What follows belongs to an exercise in optimizing a design on an open flow for small area; a production flow would make more cautious choices.
The RTL was checked by simulation tests, not by an equivalence proof against the original design.
Power and IR drop assume default switching activity.

==> design.v <==
`timescale 1ns/1ps
package rv_pkg;
    localparam int INST_WIDTH = 32;
    localparam int XLEN       = 32;
    localparam int GPR_ADDR_W = 5;
    localparam int OPCODE_W = 7;
    localparam int FUNCT3_W = 3;
    localparam int FUNCT7_W = 7;
    localparam int RD_LSB     = 7;
    localparam int FUNCT3_LSB = 12;
    localparam int RS1_LSB    = 15;
    localparam int RS2_LSB    = 20;
    localparam int FUNCT7_LSB = 25;
    localparam logic [OPCODE_W-1:0] OPC_OP_IMM = 7'b0010011;
    localparam logic [OPCODE_W-1:0] OPC_OP     = 7'b0110011;
    localparam logic [OPCODE_W-1:0] OPC_LOAD   = 7'b0000011;
    localparam logic [OPCODE_W-1:0] OPC_STORE  = 7'b0100011;
    localparam logic [OPCODE_W-1:0] OPC_LUI    = 7'b0110111;
    localparam logic [OPCODE_W-1:0] OPC_AUIPC  = 7'b0010111;
    typedef enum logic [5:0] {
        ADDI, SLTI, SLTIU, XORI, ORI, ANDI, SLLI, SRLI, SRAI,
        ADD, SUB, SLL, SLT, SLTU, XOR, SRL, SRA, OR, AND,
        LB, LH, LW, LBU, LHU,
        SB, SH, SW,
        LUI, AUIPC,
        ILLEGAL
    } instr_id_e;
    typedef struct packed {
        logic      rs1_re;
        logic      rs2_re;
        logic      rd_we;
        logic      mem_re;
        logic      mem_we;
        instr_id_e instr_id;
    } ctrl_t;
    typedef struct packed {
        logic [XLEN-1:0]       pc;
        logic [INST_WIDTH-1:0] instr;
    } if_id_t;
    typedef struct packed {
        logic [XLEN-1:0]       pc;
        logic [GPR_ADDR_W-1:0] rd_addr;
        logic [GPR_ADDR_W-1:0] rs1_addr;
        logic [GPR_ADDR_W-1:0] rs2_addr;
        logic [XLEN-1:0]       rs1_val;
        logic [XLEN-1:0]       rs2_val;
        logic [XLEN-1:0]       imm;
        ctrl_t                 ctrl;
    } id_ex_t;
endpackage
`timescale 1ns/1ps
module pipe_reg #(
    parameter int W = 32
) (
    input  logic         clk_i,
    input  logic         reset_i,
    input  logic         stall_i,
    input  logic         valid_i,
    input  logic [W-1:0] data_i,
    output logic         valid_o,
    output logic [W-1:0] data_o
);
    always_ff @(posedge clk_i) begin
        if (reset_i) begin
            valid_o <= 1'b0;
        end else if (!stall_i) begin
            valid_o <= valid_i;
        end
    end
    always_ff @(posedge clk_i) begin
        if (!stall_i) begin
            data_o <= data_i;
        end
    end
endmodule
`timescale 1ns/1ps
module ctrl_unit (
    input  logic [rv_pkg::OPCODE_W-1:0] opcode_i,
    input  logic [rv_pkg::FUNCT3_W-1:0] funct3_i,
    input  logic [rv_pkg::FUNCT7_W-1:0] funct7_i,
    output rv_pkg::ctrl_t               ctrl_o
);
    rv_pkg::instr_id_e id;
    logic              alt;
    assign alt = funct7_i[5];
    always_comb begin
        id = rv_pkg::ILLEGAL;
        case (opcode_i)
            rv_pkg::OPC_OP_IMM: begin
                case (funct3_i)
                    3'b000: id = rv_pkg::ADDI;
                    3'b001: id = rv_pkg::SLLI;
                    3'b010: id = rv_pkg::SLTI;
                    3'b011: id = rv_pkg::SLTIU;
                    3'b100: id = rv_pkg::XORI;
                    3'b101: id = alt ? rv_pkg::SRAI : rv_pkg::SRLI;
                    3'b110: id = rv_pkg::ORI;
                    default: id = rv_pkg::ANDI;
                endcase
            end
            rv_pkg::OPC_OP: begin
                case (funct3_i)
                    3'b000: id = alt ? rv_pkg::SUB : rv_pkg::ADD;
                    3'b001: id = rv_pkg::SLL;
                    3'b010: id = rv_pkg::SLT;
                    3'b011: id = rv_pkg::SLTU;
                    3'b100: id = rv_pkg::XOR;
                    3'b101: id = alt ? rv_pkg::SRA : rv_pkg::SRL;
                    3'b110: id = rv_pkg::OR;
                    default: id = rv_pkg::AND;
                endcase
            end
            rv_pkg::OPC_LOAD: begin
                case (funct3_i)
                    3'b000: id = rv_pkg::LB;
                    3'b001: id = rv_pkg::LH;
                    3'b010: id = rv_pkg::LW;
                    3'b100: id = rv_pkg::LBU;
                    3'b101: id = rv_pkg::LHU;
                    default: id = rv_pkg::ILLEGAL;
                endcase
            end
            rv_pkg::OPC_STORE: begin
                case (funct3_i)
                    3'b000: id = rv_pkg::SB;
                    3'b001: id = rv_pkg::SH;
                    3'b010: id = rv_pkg::SW;
                    default: id = rv_pkg::ILLEGAL;
                endcase
            end
            rv_pkg::OPC_LUI:   id = rv_pkg::LUI;
            rv_pkg::OPC_AUIPC: id = rv_pkg::AUIPC;
            default:           id = rv_pkg::ILLEGAL;
        endcase
    end
    always_comb begin
        ctrl_o          = '0;
        ctrl_o.instr_id = id;
        if (id != rv_pkg::ILLEGAL) begin
            case (opcode_i)
                rv_pkg::OPC_OP: begin
                    ctrl_o.rs1_re = 1'b1;
                    ctrl_o.rs2_re = 1'b1;
                    ctrl_o.rd_we  = 1'b1;
                end
                rv_pkg::OPC_OP_IMM: begin
                    ctrl_o.rs1_re = 1'b1;
                    ctrl_o.rd_we  = 1'b1;
                end
                rv_pkg::OPC_LOAD: begin
                    ctrl_o.rs1_re = 1'b1;
                    ctrl_o.rd_we  = 1'b1;
                    ctrl_o.mem_re = 1'b1;
                end
                rv_pkg::OPC_STORE: begin
                    ctrl_o.rs1_re = 1'b1;
                    ctrl_o.rs2_re = 1'b1;
                    ctrl_o.mem_we = 1'b1;
                end
                default: begin
                    ctrl_o.rd_we = 1'b1;
                end
            endcase
        end
    end
endmodule
`timescale 1ns/1ps
module regfile (
    input  logic                          clk_i,
    input  logic                          reset_i,
    input  logic [rv_pkg::GPR_ADDR_W-1:0] rs1_addr_i,
    input  logic [rv_pkg::GPR_ADDR_W-1:0] rs2_addr_i,
    output logic [rv_pkg::XLEN-1:0]       rs1_val_o,
    output logic [rv_pkg::XLEN-1:0]       rs2_val_o,
    input  logic                          we_i,
    input  logic [rv_pkg::GPR_ADDR_W-1:0] waddr_i,
    input  logic [rv_pkg::XLEN-1:0]       wdata_i
);
    logic [rv_pkg::XLEN-1:0] regs [1:31];
    always_ff @(posedge clk_i) begin
        if (reset_i) begin
            for (int i = 1; i < 32; i++) begin
                regs[i] <= '0;
            end
        end else if (we_i && waddr_i != '0) begin
            regs[waddr_i] <= wdata_i;
        end
    end
    function automatic logic [rv_pkg::XLEN-1:0] read_gpr(
        input logic [rv_pkg::GPR_ADDR_W-1:0] addr
    );
        if (addr == '0) begin
            read_gpr = '0;
        end else if (we_i && addr == waddr_i) begin
            read_gpr = wdata_i;
        end else begin
            read_gpr = regs[addr];
        end
    endfunction
    always_comb begin
        rs1_val_o = read_gpr(rs1_addr_i);
        rs2_val_o = read_gpr(rs2_addr_i);
    end
endmodule
`timescale 1ns/1ps
module id_stage (
    input  rv_pkg::if_id_t                if_id_i,
    output logic [rv_pkg::OPCODE_W-1:0]   opcode_o,
    output logic [rv_pkg::FUNCT3_W-1:0]   funct3_o,
    output logic [rv_pkg::FUNCT7_W-1:0]   funct7_o,
    input  rv_pkg::ctrl_t                 ctrl_i,
    output logic [rv_pkg::GPR_ADDR_W-1:0] rs1_addr_o,
    output logic [rv_pkg::GPR_ADDR_W-1:0] rs2_addr_o,
    input  logic [rv_pkg::XLEN-1:0]       rs1_val_i,
    input  logic [rv_pkg::XLEN-1:0]       rs2_val_i,
    output rv_pkg::id_ex_t                id_ex_o
);
    logic [rv_pkg::INST_WIDTH-1:0] instr;
    logic [rv_pkg::XLEN-1:0]       imm;
    assign instr      = if_id_i.instr;
    assign opcode_o   = instr[rv_pkg::OPCODE_W-1:0];
    assign funct3_o   = instr[rv_pkg::FUNCT3_LSB +: rv_pkg::FUNCT3_W];
    assign funct7_o   = instr[rv_pkg::FUNCT7_LSB +: rv_pkg::FUNCT7_W];
    assign rs1_addr_o = instr[rv_pkg::RS1_LSB +: rv_pkg::GPR_ADDR_W];
    assign rs2_addr_o = instr[rv_pkg::RS2_LSB +: rv_pkg::GPR_ADDR_W];
    always_comb begin
        case (opcode_o)
            rv_pkg::OPC_OP_IMM, rv_pkg::OPC_LOAD: begin
                imm = {{20{instr[31]}}, instr[31:20]};
            end
            rv_pkg::OPC_STORE: begin
                imm = {{20{instr[31]}}, instr[31:25], instr[11:7]};
            end
            rv_pkg::OPC_LUI, rv_pkg::OPC_AUIPC: begin
                imm = {instr[31:12], 12'b0};
            end
            default: begin
                imm = '0;
            end
        endcase
    end
    always_comb begin
        id_ex_o.pc       = if_id_i.pc;
        id_ex_o.rd_addr  = instr[rv_pkg::RD_LSB +: rv_pkg::GPR_ADDR_W];
        id_ex_o.rs1_addr = rs1_addr_o;
        id_ex_o.rs2_addr = rs2_addr_o;
        id_ex_o.rs1_val  = ctrl_i.rs1_re ? rs1_val_i : '0;
        id_ex_o.rs2_val  = ctrl_i.rs2_re ? rs2_val_i : '0;
        id_ex_o.imm      = imm;
        id_ex_o.ctrl     = ctrl_i;
    end
endmodule
`timescale 1ns/1ps
module decode_top (
    input  logic                          clk_i,
    input  logic                          reset_i,
    input  logic                          if_valid_i,
    input  logic [rv_pkg::XLEN-1:0]       if_pc_i,
    input  logic [rv_pkg::INST_WIDTH-1:0] if_instr_i,
    input  logic                          stall_i,
    input  logic                          wb_we_i,
    input  logic [rv_pkg::GPR_ADDR_W-1:0] wb_addr_i,
    input  logic [rv_pkg::XLEN-1:0]       wb_data_i,
    output logic                          id_ex_valid_o,
    output logic [rv_pkg::XLEN-1:0]       id_ex_pc_o,
    output logic [rv_pkg::GPR_ADDR_W-1:0] id_ex_rd_addr_o,
    output logic [rv_pkg::GPR_ADDR_W-1:0] id_ex_rs1_addr_o,
    output logic [rv_pkg::GPR_ADDR_W-1:0] id_ex_rs2_addr_o,
    output logic [rv_pkg::XLEN-1:0]       id_ex_rs1_val_o,
    output logic [rv_pkg::XLEN-1:0]       id_ex_rs2_val_o,
    output logic [rv_pkg::XLEN-1:0]       id_ex_imm_o,
    output logic                          id_ex_rs1_re_o,
    output logic                          id_ex_rs2_re_o,
    output logic                          id_ex_rd_we_o,
    output logic                          id_ex_mem_re_o,
    output logic                          id_ex_mem_we_o,
    output logic [5:0]                    id_ex_instr_id_o
);
    localparam int IF_ID_W = rv_pkg::XLEN + rv_pkg::INST_WIDTH;
    localparam int ID_EX_W = 4 * rv_pkg::XLEN + 3 * rv_pkg::GPR_ADDR_W + 11;
    rv_pkg::if_id_t                if_id_in;
    rv_pkg::if_id_t                if_id_q;
    logic                          if_id_valid;
    logic [rv_pkg::OPCODE_W-1:0]   opcode;
    logic [rv_pkg::FUNCT3_W-1:0]   funct3;
    logic [rv_pkg::FUNCT7_W-1:0]   funct7;
    rv_pkg::ctrl_t                 ctrl;
    logic [rv_pkg::GPR_ADDR_W-1:0] rs1_addr;
    logic [rv_pkg::GPR_ADDR_W-1:0] rs2_addr;
    logic [rv_pkg::XLEN-1:0]       rs1_val;
    logic [rv_pkg::XLEN-1:0]       rs2_val;
    rv_pkg::id_ex_t                id_ex_d;
    rv_pkg::id_ex_t                id_ex_q;
    assign if_id_in = {if_pc_i, if_instr_i};
    pipe_reg #(
        .W(IF_ID_W)
    ) if_id_reg (
        .clk_i  (clk_i),
        .reset_i(reset_i),
        .stall_i(stall_i),
        .valid_i(if_valid_i),
        .data_i (if_id_in),
        .valid_o(if_id_valid),
        .data_o (if_id_q)
    );
    id_stage u_id_stage (
        .if_id_i   (if_id_q),
        .opcode_o  (opcode),
        .funct3_o  (funct3),
        .funct7_o  (funct7),
        .ctrl_i    (ctrl),
        .rs1_addr_o(rs1_addr),
        .rs2_addr_o(rs2_addr),
        .rs1_val_i (rs1_val),
        .rs2_val_i (rs2_val),
        .id_ex_o   (id_ex_d)
    );
    ctrl_unit u_ctrl_unit (
        .opcode_i(opcode),
        .funct3_i(funct3),
        .funct7_i(funct7),
        .ctrl_o  (ctrl)
    );
    regfile u_regfile (
        .clk_i     (clk_i),
        .reset_i   (reset_i),
        .rs1_addr_i(rs1_addr),
        .rs2_addr_i(rs2_addr),
        .rs1_val_o (rs1_val),
        .rs2_val_o (rs2_val),
        .we_i      (wb_we_i),
        .waddr_i   (wb_addr_i),
        .wdata_i   (wb_data_i)
    );
    pipe_reg #(
        .W(ID_EX_W)
    ) id_ex_reg (
        .clk_i  (clk_i),
        .reset_i(reset_i),
        .stall_i(stall_i),
        .valid_i(if_id_valid),
        .data_i (id_ex_d),
        .valid_o(id_ex_valid_o),
        .data_o (id_ex_q)
    );
    assign id_ex_pc_o       = id_ex_q.pc;
    assign id_ex_rd_addr_o  = id_ex_q.rd_addr;
    assign id_ex_rs1_addr_o = id_ex_q.rs1_addr;
    assign id_ex_rs2_addr_o = id_ex_q.rs2_addr;
    assign id_ex_rs1_val_o  = id_ex_q.rs1_val;
    assign id_ex_rs2_val_o  = id_ex_q.rs2_val;
    assign id_ex_imm_o      = id_ex_q.imm;
    assign id_ex_rs1_re_o   = id_ex_q.ctrl.rs1_re;
    assign id_ex_rs2_re_o   = id_ex_q.ctrl.rs2_re;
    assign id_ex_rd_we_o    = id_ex_q.ctrl.rd_we;
    assign id_ex_mem_re_o   = id_ex_q.ctrl.mem_re;
    assign id_ex_mem_we_o   = id_ex_q.ctrl.mem_we;
    assign id_ex_instr_id_o = id_ex_q.ctrl.instr_id;
endmodule
==> run.sh <==
#!/bin/bash
# synth_recipe.tcl (not shown) runs the flow's synth.tcl, then flattens the netlist and writes it again
# the make line also repeats each setting of config.mk as NAME=value (left out here)
make -C /OpenROAD-flow-scripts/flow DESIGN_CONFIG=/design/flow/config.mk WORK_HOME=/design/flow/orfs CLKGATE_MAP_FILE= SYNTH_SCRIPT=/design/flow/synth_recipe.tcl finish
==> config.mk <==
export PLATFORM = sky130hd
export DESIGN_NAME = decode_top
export DESIGN_NICKNAME = decode_top
export VERILOG_FILES = /design/flow/design.v
export SDC_FILE = /design/flow/constraint.sdc
export NUM_CORES = 4
export LEC_CHECK = 0
export CAP_MARGIN = 20
export CORE_MARGIN = 2
export CORE_UTILIZATION = 40
export SLEW_MARGIN = 20
==> constraint.sdc <==
create_clock -name core_clock -period 5.0 [get_ports {clk_i}]
set_input_delay 1.0000 -clock core_clock [delete_from_list [all_inputs] [get_ports {clk_i}]]
set_output_delay 1.0000 -clock core_clock [all_outputs]
set_load 0.01 [all_outputs]
==> notes.md <==
==> cells in the mapped netlist, types with 4 or more instances <==
cell,number
edfxtp_1,1241
and2_1,1004
mux4_2,512
clkbuf_1,310
a22oi_1,258
nor2_1,116
nand2_1,77
a21oi_1,75
buf_2,71
a211oi_1,62
nor4_1,61
buf_1,33
or2_2,32
a21o_1,19
dfxtp_1,12
mux2_2,11
nor2b_1,11
o21ai_0,10
buf_4,8
xor2_1,8
nand3_1,7
nand3b_1,7
buf_6,6
inv_1,5
a2111oi_0,4
and3_1,4
==> per-layer routing <==
| layer | vias to the layer above | GRT usage, % |
|---|---|---|
| met1 | 20524 | 37.7 |
| met2 | 2725 | 41.0 |
| met4 | 6 | 10.8 |
| li1 | 15886 | - |
| met5 | - | 0 |
| met3 | 407 | 7.53 |
==> power by group <==
part	switching (W)	internal, W	leakage (nW)
clock	0.00430	0.00582	2.13
combinational	0.00210	0.00157	10.2
sequential	0.000442	0.0121	12.0
total	0.00684	0.0195	24.3
==> sequential cells by signal, summed over array words and instances, names as in the netlist, named ones only <==
name,flops
if_id_reg.data_o,64
u_regfile.regs,1024
id_ex_reg.data_o,153
if_id_reg.valid_o,1
id_ex_reg.valid_o,1
==> cells by family after synthesis <==
kind of cell	count (synthesis)	synth area share [%]
other	1	0.00604
flip-flops	1253	60.4
XOR/XNOR	11	0.155
multiplexers	525	18.8
AO/OA/AOI/OAI	445	5.07
buffers and inverters	433	2.88
AND/OR/NAND/NOR	1337	12.7
==> stage by stage <==
stage | hold WS [ns] | util (%) | instance area (µm²) | worst slack [ns]
floorplan | 0.400 | - | 62200 | 0.118
global placement | 0.400 | 43.9 | 67700 | 0.720
detailed placement | 0.405 | 43.9 | 67700 | 0.641
CTS | 0.418 | 46.7 | 72000 | 1.44
global route | 0.420 | 46.7 | 72100 | 1.29
finish | 0.418 | 46.7 | 72100 | 1.20
==> worst paths after layout <==
| check | to | slack [ns] | depth (start not counted) |
|---|---|---|---|
| worst max-delay path | id_ex_reg.data_o[62]$_SDFFCE_PP0N_ | 1.20 | 7 |
| worst min-delay path | id_ex_reg.data_o[137]$_DFFE_PN_ | 0.42 | 0 |
| worst max register to register | id_ex_reg.data_o[62]$_SDFFCE_PP0N_ | 1.20 | 7 |
| worst min register to register | id_ex_reg.data_o[137]$_DFFE_PN_ | 0.42 | 0 |
==> final cells by class <==
type	count	area, µm²
fillers	13351	82200
flip-flops and latches	1253	37500
multi-input cells	2351	23300
repair buffers	432	4290
clock buffers	174	3680
well taps	2044	2560
clock inverters	65	659
inverters	5	22.5
==> results by group <==
Synthesis
  • Ys Warns: 5
  • Largest cells by area after synthesis: edfxtp_1, mux4_2, and2_1
  • Cells after Synth: approximately 4.0k
  • Sequential fraction of the synthesis area: around 60%
  • Post-synthesis async set-or-reset flop share: 0%
  • Yosys top cell by area: edfxtp_1
  • EDFF count, synth: around 1.2k
  • Avg Inst Size Synth: roughly 16 µm²
  • Yosys reg bits: 1253
  • Library cells used by synthesis: between 50 and 60
  • Cell Area, Synth: 0.0621 mm²
  • Post-synth top area share: 60.0%
  • Post-synth top flop: edfxtp_1

Cells and area
  • Fin nets: approximately 4.3k
  • Ant diodes: 0
  • Area Growth Syn to Fin: 16.0%
  • Fin cells: 6324
  • Layout cell share with drive strength beyond 1: a little under a quarter
  • Most frequent cells in the layout: edfxtp_1, and2_1, mux4_2
  • Most common cell after layout, fill and taps aside: edfxtp_1

Drt
  • Vias: 39.5k
  • WL met2: roughly 97 mm
  • TritonRoute pass-1 iters: 5
  • DR WL/cell: ~34 µm
  • Top Metal Used: met5
  • Vias per cell: ~6.3
  • Initial drt markers: between 5k and 6k
  • DR DRC count: 0
  • DR WL met3: 26.0 mm
  • Wire length on met1: approximately 85 mm
  • Post-route ant nets: 0
  • Final wirelength: 218 mm

Critical path
  • Most frequent CP cell: buf_4
  • Worst path slowest cell: nor2_4
  • Crit Path Max Fanout: 20
  • CP startpoint kind: register
  • CP top delay family: simple AND/OR/NAND/NOR gates
  • WS Path Type: register to register
  • Worst endpoint required time: 5.46 ns
  • Worst path cell trace: buf_4, nor2_4, buf_4, a22oi_1, nand2_1, a211oi_1, nor4_1
  • Crit end category: register
  • Max incr delay on CP: about 0.90 ns
  • WP data arrival: ~4.3 ns
  • Worst Path Buf+Inv: 2

Placed design
  • RePlAce Congestion: 0.938
  • HPWL after DPL: around 130 mm
  • Cell count after placement: just over 6k
  • Buffers added on ports: 259

GRT
  • Tot GR Track Use: between 20% and 30%
  • Vias in the first global route: between 30k and 40k
  • First-pass GRT wire length: a little over 300 mm
  • Initial antenna violation count: 12
  • Gr ovfl total: 0
  • Largest net degree at the start of global routing: 103

Timing
  • Final Hold Viols: 0
  • Least-Margin Pin Slew: 1.25 ns
  • Final TNS setup: 0 ns
  • Final Max Slew Viols: 0
  • Clock skew: between 0.02 and 0.03 ns
  • Fmax: around 260 MHz
  • Slew HR: around 17%
  • Final Critical Period: ~3.8 ns
  • Final period utilization: 76.1%
  • Final setup vio count: 0
  • RSZ-0062 raised after global routing: no

Die
  • Die Wd: between 300 and 400 µm
  • Die Area: about 0.16 mm²
  • Row Count: around 140
  • Starting Density: between 40% and 50%
  • IO Count: between 200 and 300
  • Die Ht: about 400 µm
  • CORE AREA: around 0.15 mm²

Run status
  • Run status: complete, no violations

Worst hold path
  • Hold_sp: if_id_reg.data_o[47]$_DFFE_PN_
  • Hold WC Path Type: register to register

Clock network
  • Number of CTS-inserted buffers: 138
  • CTS Hold Buffers Added: 0
  • Worst skew pair latency: roughly 0.80 ns
  • CTS max path bufs: 3
  • Sink Count: 1253
  • Post-CTS Resized: 0
  • Post CTS Setup Buffer Count: 0
  • H-tree depth: 4
  • Clock transition at path regs: roughly 0.06 ns
  • CTS Root Cell: clkbuf_16
  • CTS tree: built

Pwr
  • Static leakage: 24.3 nW
  • Peak VDD IR: 0.372 mV
  • PD cells: roughly 370 mW/mm²
  • Total power: 0.0264 W

Flow run
  • Max Cap Violations: 0

[port drivers added, routing unchanged]
In the flow no input, the clock included, has a driving cell. The finished layout below was timed again as built, in two steps. Step 1 assumes that a clkbuf_16 drives the clock port and a buf_2 every other input. Step 2 adds t to the input delays and takes it off the output delays; t is the mean of the earliest and latest rising clock arrival at the registers after step 1. Input paths then give back, and output paths get back, about the clock's delay inside the block. Three values: ideal ports, drivers, drivers and shift; two values: the first two.
shift t [ns]: 0.856
setup slack, ns: 1.197 / 1.197 / 0.461
hold slack, ns: 0.418 / 0.418 / 0.418
latest minus earliest clock arrival (ns): 0.031 / 0.030
worst slew at a driven data input, ns: 0.12
After both steps setup and hold are still met in this run. The setup slack of this run moves by 0.000 ns with the drivers and by -0.736 ns with both steps.
